This design comes from an exercise in tuning for small area on the open sky130 flow, not from production work. RTL that was checked went through simulation tests only; none was proved equivalent to the original. Power is estimated from default activity; no workload was simulated.

==> trial 86: inputs <==
==> flow/design.v (excerpt) <==
module core_top (
    input  wire        clk,
    input  wire        rst,
    output wire        imem_req_valid,
    input  wire        imem_req_ready,
    output wire [63:0] imem_req_addr,
    input  wire        imem_rsp_valid,
    output wire        imem_rsp_ready,
    input  wire [63:0] imem_rsp_rdata,
    output wire        dmem_req_valid,
    input  wire        dmem_req_ready,
    output wire [63:0] dmem_req_addr,
    output wire        dmem_req_we,
    output wire [63:0] dmem_req_wdata,
    input  wire        dmem_rsp_valid,
    output wire        dmem_rsp_ready,
    input  wire [63:0] dmem_rsp_rdata,
    output wire        retire_valid,
    output wire [63:0] retire_pc,
    output wire [4:0]  retire_rd,
    output wire        retire_rd_we,
    output wire [63:0] retire_rd_data
);
Settings: LEC_CHECK=0, CAP_MARGIN=20, CORE_MARGIN=2, CORE_UTILIZATION=55, CTS_CLUSTER_DIAMETER=120, CTS_CLUSTER_SIZE=25, SETUP_SLACK_MARGIN=0.2, SLEW_MARGIN=20, SYNTH_HIERARCHICAL=1, SYNTH_MINIMUM_KEEP_SIZE=0; clock period 7.0 ns.
standard.sh (not shown) runs the stock make flow with config.mk's settings and CLKGATE_MAP_FILE= SYNTH_SCRIPT=/design/flow/synth_recipe.tcl, a recipe that flattens the netlist after the stock synthesis.
==> flow/flow/run.sh <==
#!/bin/bash
# The standard layout (the standard.sh, ORFS from synthesis to the final
# layout) with these changes:
#  - the buffers that buffer_ports puts on every input and output port are
#    sky130_fd_sc_hd__buf_1 instead of the cell it picks by default;
#  - clock tree synthesis inserts no dummy loads.
# The full make output goes to standard.log in this folder; ORFS's own
# per-step logs are under orfs/logs.
set -euo pipefail
here=$(pwd)
bash standard.sh \
  "SYNTH_SCRIPT=$here/flow/synth.tcl" \
  "BUFFER_PORTS_ARGS=-buffer_cell sky130_fd_sc_hd__buf_1" \
  "CTS_ARGS=-sink_clustering_enable -repair_clock_nets -sink_clustering_size 25 -sink_clustering_max_diameter 120 -dont_use_dummy_load" \
  finish > standard.log 2>&1
==> flow/flow/area.abc <==
strash
dch
map -a
topo
==> flow/flow/synth.tcl <==
proc synth {args} { yosys synth -nofsm -noshare {*}$args }
set ::area_abc [file join [file dirname [info script]] area.abc]
proc abc {args} {
  set a {}
  set skip 0
  foreach x $args {
    if {$skip} { lappend a $::area_abc; set skip 0; continue }
    if {$x eq "-script"} { lappend a $x; set skip 1; continue }
    lappend a $x
  }
  yosys abc {*}$a rf_ring pc_upper rf_port_b execute_stage
  yosys abc {*}$args core_top reg_file rf_port_a fetch_stage writeback_stage
}
source $::env(SCRIPTS_DIR)/synth.tcl
# left out here: clear keep_hierarchy, flatten, clean up, hide names made inside functions, write 1_2_yosys.v
==> build 82: changes against trial 86 <==
--- a/flow/design.v
+++ b/flow/design.v
@@ -96,13 +96,13 @@
     genvar g;
     generate
         for (g = 1; g < 32; g = g + 1) begin : gr
             reg  [63:0] s;
             wire        we_g = clr | (wen && rd == g);
             always @(posedge clk) begin
-                s <= {s[47:16], we_g ? wd : s[15:0], s[63:48]};
+                s <= {s[47:0], we_g ? wd : s[63:48]};
             end
             assign ring_out[16*g +: 16] = s[63:48];
         end
     endgenerate
 endmodule
 module rf_port_a (
@@ -228,15 +228,12 @@
     reg         nh;      
     reg         ns;      
     reg         tk;      
     reg         dpend;   
     reg  [2:0]  dout;    
     reg         carry;
-    reg  [15:0] wdr;     
-    reg         wen_d;   
-    reg         clr_d;
     reg         eqacc;
     reg  [63:0] rr;      
     reg  [63:0] ww;      
     wire ph0 = (ph == 2'd0);
     wire ph3 = (ph == 2'd3);
     wire [2:0]  f3     = ir[14:12];
@@ -264,16 +261,16 @@
     wire        wen;
     wire [15:0] wd;
     wire [15:0] a_rf;
     wire [15:0] b_rf;
     reg_file u_rf (
         .clk (clk),
-        .clr (clr_d),
-        .wen (wen_d),
-        .rd  (rrd),
-        .wd  (wdr),
+        .clr (clr),
+        .wen (wen),
+        .rd  (rd),
+        .wd  (wd),
         .rs1 (rs1),
         .rs2 (rs2),
         .a   (a_rf),
         .b   (b_rf)
     );
     wire [11:0] imm12 = is_sd ? {ir[31:25], ir[11:7]} : ir[31:20];
@@ -397,14 +394,12 @@
             irv   <= 1'b0;
             pc    <= 62'd0;
             nf    <= 1'b0;
             drop  <= 1'b0;
             xd    <= 1'b0;
             rt    <= 1'b0;
-            wen_d <= 1'b0;
-            clr_d <= 1'b0;
             dpend <= 1'b0;
             dout  <= 3'd0;
         end else begin
             ph    <= ph + 2'd1;
             if (ph3) clr <= 1'b0;
             act   <= run && !ph3;
@@ -414,14 +409,12 @@
             else if (advance) irv <= 1'b0;
             if (imem_req_valid && imem_req_ready) nf <= 1'b1;
             if (ld_ir || fixup) nf <= 1'b0;
             if (fixup) drop <= nf && !imem_rsp_valid;   
             else if (imem_rsp_valid) drop <= 1'b0;
             rt    <= advance;
-            wen_d <= wen;
-            clr_d <= clr;
             if (advance) xd <= 1'b0;
             else if (end_fin || fixup) xd <= 1'b1;
             dpend <= dmem_req_valid && !dmem_req_ready;
             dout  <= dout + {2'd0, dfire} - {2'd0, drfire};
         end
     end
@@ -438,13 +431,12 @@
         rrd  <= rd;
         rwe  <= writes;
         opc  <= pc[20:2];
         nh   <= hchg;
         ns   <= sgn;
         carry <= cout;
-        wdr   <= wd;
         eqacc <= (ph0 || eqacc) && (a_rf == b_rf);
         if (run) begin
             case (ph)
                 2'd0:    begin rr[15:0]  <= res; ww[15:0]  <= b_rf; end
                 2'd1:    begin rr[31:16] <= res; ww[31:16] <= b_rf; end
                 2'd2:    begin rr[47:32] <= res; ww[47:32] <= b_rf; end
==> flow/flow/synth.tcl (replaced) <==
proc synth {args} { yosys synth -nofsm -noshare {*}$args }
set ::area_abc [file join [file dirname [info script]] area.abc]
proc abc {args} {
  set a {}
  set skip 0
  foreach x $args {
    if {$skip} { lappend a $::area_abc; set skip 0; continue }
    if {$x eq "-script"} { lappend a $x; set skip 1; continue }
    lappend a $x
  }
  yosys abc {*}$a rf_ring pc_upper
  yosys abc {*}$args core_top reg_file rf_port_a rf_port_b execute_stage fetch_stage writeback_stage
}
source $::env(SCRIPTS_DIR)/synth.tcl
# left out here: clear keep_hierarchy, flatten, clean up, hide names made inside functions, write 1_2_yosys.v
==> build 46: changes against trial 86 <==
--- a/flow/design.v
+++ b/flow/design.v
@@ -96,13 +96,13 @@
     genvar g;
     generate
         for (g = 1; g < 32; g = g + 1) begin : gr
             reg  [63:0] s;
             wire        we_g = clr | (wen && rd == g);
             always @(posedge clk) begin
-                s <= {s[47:16], we_g ? wd : s[15:0], s[63:48]};
+                s <= {s[47:0], we_g ? wd : s[63:48]};
             end
             assign ring_out[16*g +: 16] = s[63:48];
         end
     endgenerate
 endmodule
 module rf_port_a (
@@ -217,26 +217,16 @@
     reg  [2:0]  cls;     
     reg  [63:2] pc;      
     reg         nf;      
     reg         drop;    
     reg         guess;   
     reg         xd;      
-    reg         rt;      
-    reg         rval;    
-    reg  [4:0]  rrd;
-    reg         rwe;
-    reg  [20:2] opc;     
-    reg         nh;      
-    reg         ns;      
     reg         tk;      
     reg         dpend;   
     reg  [2:0]  dout;    
     reg         carry;
-    reg  [15:0] wdr;     
-    reg         wen_d;   
-    reg         clr_d;
     reg         eqacc;
     reg  [63:0] rr;      
     reg  [63:0] ww;      
     wire ph0 = (ph == 2'd0);
     wire ph3 = (ph == 2'd3);
     wire [2:0]  f3     = ir[14:12];
@@ -264,16 +254,16 @@
     wire        wen;
     wire [15:0] wd;
     wire [15:0] a_rf;
     wire [15:0] b_rf;
     reg_file u_rf (
         .clk (clk),
-        .clr (clr_d),
-        .wen (wen_d),
-        .rd  (rrd),
-        .wd  (wdr),
+        .clr (clr),
+        .wen (wen),
+        .rd  (rd),
+        .wd  (wd),
         .rs1 (rs1),
         .rs2 (rs2),
         .a   (a_rf),
         .b   (b_rf)
     );
     wire [11:0] imm12 = is_sd ? {ir[31:25], ir[11:7]} : ir[31:20];
@@ -335,25 +325,25 @@
         .off  (joff),
         .lo   (lo),
         .c    (lo_c)
     );
     wire        sgn  = jump && joff[18];
     wire        hchg = lo_c != sgn;         
-    wire        skip = irv && hchg && !rt;
+    wire        skip = irv && hchg;
     wire tk_now   = end_fin ? taken : tk;
     wire mis      = is_br && (tk_now != guess);
     wire done     = irv && (end_fin || xd || !known);
     wire store_ok = !is_sd || !dmem_req_valid || dmem_req_ready;
     wire fetched  = nf || skip;    
     wire adv_any  = done && fetched && store_ok;
-    wire advance  = adv_any && !mis && !rt;
+    wire advance  = adv_any && !mis;
     wire fixup    = done && fetched && mis;
     wire [63:21] hi;
     pc_upper u_pchi (
-        .go (rt && nh),
-        .dn (ns),
+        .go (advance && hchg),
+        .dn (sgn),
         .h  (pc[63:21]),
         .y  (hi)
     );
     wire [63:2] pc_d = {hi, advance ? lo : pc[20:2]};
     wire ld_ir = (!irv || advance) && nf && !drop && imem_rsp_valid;
     wire [31:0] nxt = pc_d[2] ? imem_rsp_rdata[63:32] : imem_rsp_rdata[31:0];
@@ -362,13 +352,13 @@
         (nxt[6:0] == 7'b0110011 && (nf3 == 3'b000 || nf3 == 3'b100 || nf3[2:1] == 2'b11)) ? C_OP :
         (nxt[6:0] == 7'b0010011 && nf3 == 3'b000) ? C_ADDI :
         (nxt[6:0] == 7'b0000011 && nf3 == 3'b011) ? C_LD :
         (nxt[6:0] == 7'b0100011 && nf3 == 3'b011) ? C_SD :
         (nxt[6:0] == 7'b1100011 && nf3[2:1] == 2'b00) ? C_BR :
         (nxt[6:0] == 7'b1101111) ? C_JAL : C_NONE;
-    assign imem_req_valid = !nf && !hchg && !(rt && nh);
+    assign imem_req_valid = !nf && !hchg;
     assign imem_req_addr  = {pc[63:21], lo[18:1], 3'b000};
     assign imem_rsp_ready = drop || ((!irv || adv_any) && nf);
     wire byp = end_rnd;
     assign dmem_req_valid = dpend || mem_iss;
     assign dmem_req_we    = is_sd;
     wire [15:0] addr3;
@@ -378,17 +368,17 @@
         .c   (carry),
         .y   (addr3)
     );
     assign dmem_req_addr  = {byp ? addr3 : rr[63:48], rr[47:0]};
     assign dmem_req_wdata = {byp ? b_rf : ww[63:48], ww[47:0]};
     assign dmem_rsp_ready = !(ldw && !dpend && dout == 3'd1) || (end_rnd && ldw);
-    assign retire_valid   = rt && rval;
-    assign retire_pc      = {pc[63:21], opc, 2'b00};
-    assign retire_rd      = rrd;
-    assign retire_rd_we   = rwe;
-    assign retire_rd_data = rr;
+    assign retire_valid   = end_fin;
+    assign retire_pc      = pcx;
+    assign retire_rd      = rd;
+    assign retire_rd_we   = writes;
+    assign retire_rd_data = {res, rr[47:0]};
     wire dfire  = dmem_req_valid && dmem_req_ready;
     wire drfire = dmem_rsp_valid && dmem_rsp_ready;
     always @(posedge clk or posedge rst) begin
         if (rst) begin
             ph    <= 2'd0;
             clr   <= 1'b1;
@@ -396,15 +386,12 @@
             ldw   <= 1'b0;
             irv   <= 1'b0;
             pc    <= 62'd0;
             nf    <= 1'b0;
             drop  <= 1'b0;
             xd    <= 1'b0;
-            rt    <= 1'b0;
-            wen_d <= 1'b0;
-            clr_d <= 1'b0;
             dpend <= 1'b0;
             dout  <= 3'd0;
         end else begin
             ph    <= ph + 2'd1;
             if (ph3) clr <= 1'b0;
             act   <= run && !ph3;
@@ -413,15 +400,12 @@
             if (ld_ir) irv <= 1'b1;
             else if (advance) irv <= 1'b0;
             if (imem_req_valid && imem_req_ready) nf <= 1'b1;
             if (ld_ir || fixup) nf <= 1'b0;
             if (fixup) drop <= nf && !imem_rsp_valid;   
             else if (imem_rsp_valid) drop <= 1'b0;
-            rt    <= advance;
-            wen_d <= wen;
-            clr_d <= clr;
             if (advance) xd <= 1'b0;
             else if (end_fin || fixup) xd <= 1'b1;
             dpend <= dmem_req_valid && !dmem_req_ready;
             dout  <= dout + {2'd0, dfire} - {2'd0, drfire};
         end
     end
@@ -431,20 +415,13 @@
             cls   <= nxt_cls;
             guess <= (nxt_cls == C_JAL) || (nxt_cls == C_BR && nxt[12]);
         end else if (fixup) begin
             guess <= !guess;
         end
         if (end_fin) tk <= taken;
-        rval <= known;
-        rrd  <= rd;
-        rwe  <= writes;
-        opc  <= pc[20:2];
-        nh   <= hchg;
-        ns   <= sgn;
         carry <= cout;
-        wdr   <= wd;
         eqacc <= (ph0 || eqacc) && (a_rf == b_rf);
         if (run) begin
             case (ph)
                 2'd0:    begin rr[15:0]  <= res; ww[15:0]  <= b_rf; end
                 2'd1:    begin rr[31:16] <= res; ww[31:16] <= b_rf; end
                 2'd2:    begin rr[47:32] <= res; ww[47:32] <= b_rf; end
==> flow/flow/speed.abc (new file) <==
&get -n
&st
&dch
&nf
&st
&syn2
&if -g -K 6
&synch2
&nf
&st
&syn2
&if -g -K 6
&synch2
&nf
&st
&syn2
&if -g -K 6
&synch2
&nf
&st
&syn2
&if -g -K 6
&synch2
&nf
&st
&syn2
&if -g -K 6
&synch2
&nf
&put
==> flow/flow/synth.tcl (replaced) <==
proc synth {args} { yosys synth -nofsm -noshare {*}$args }
set ::area_abc [file join [file dirname [info script]] area.abc]
set ::speed_abc [file join [file dirname [info script]] speed.abc]
proc with_script {script arglist} {
  set a {}
  set skip 0
  foreach x $arglist {
    if {$skip} { lappend a $script; set skip 0; continue }
    if {$x eq "-script"} { lappend a $x; set skip 1; continue }
    lappend a $x
  }
  return $a
}
proc abc {args} {
  yosys abc {*}[with_script $::area_abc $args] rf_ring pc_upper
  yosys abc {*}[with_script $::speed_abc $args] core_top reg_file rf_port_a rf_port_b execute_stage fetch_stage writeback_stage
}
source $::env(SCRIPTS_DIR)/synth.tcl
# left out here: clear keep_hierarchy, flatten, clean up, hide names made inside functions, write 1_2_yosys.v
==> comparison table <==
quantity	build 46	trial 86	build 82
Status	failed layout checks	finished clean	finished clean
Layout check failures	setup timing	-	-
Final design utilization	0.632	0.584	0.572
Internal power consumption	20.8 mW	19.1 mW	19.4 mW
Time the final worst path needs with I/O delays and setup	7.33 ns	6.61 ns	6.70 ns
Multi-input gate share of total cell area	0.264	0.254	0.262
Critical path's largest stage delay	0.62 ns	0.76 ns	0.82 ns
Highest-delay cell along the critical path	sky130_fd_sc_hd__or4_4	sky130_fd_sc_hd__nor2_4	sky130_fd_sc_hd__or4_1
Bufs w/o clock	1138	737	656
Via Count	48343	46850	45808
Met3 routing resource usage after global routing	0.0473	0.0586	0.0450
Cell Area, Placed	74900 µm²	73000 µm²	72500 µm²
Placement row count	131	133	133
Switching power of the nets	11.6 mW	8.65 mW	9.83 mW
Number of iterations in the first detailed-routing pass	7	10	7
The RTL of trial 86 and build 46 was laid out without a check of its function.

## port drivers added, routing unchanged
The flow's constraints put no driver on any port. The routed layouts listed below were extracted and timed again, unchanged, in two steps. Step 1 (the two cells are an assumption about what drives the block):
set clk [get_ports {clk}]
set_driving_cell -lib_cell sky130_fd_sc_hd__clkbuf_16 $clk
set_driving_cell -lib_cell sky130_fd_sc_hd__buf_2 [delete_from_list [all_inputs] $clk]
Step 2, shift: input delay + t, output delay - t, t = (earliest + latest rising clock arrival at the registers) / 2. This alone moves slack from input paths to output paths. Three values: no drivers, after step 1, after step 2; two values: the first two.
run	t (ns)	slack for setup (ns)	latest minus earliest clock arrival (ns)	worst register clock-pin slew, ns	cell pins on the clock port's net
trial 86	0.786	0.386 / 0.313 / 0.458	0.099 / 0.099	0.11 / 0.11	1
build 82	0.809	0.299 / 0.217 / 0.340	0.055 / 0.056	0.11 / 0.11	1
build 46	0.792	-0.329 / -0.412 / -0.149	0.093 / 0.093	0.11 / 0.11	1
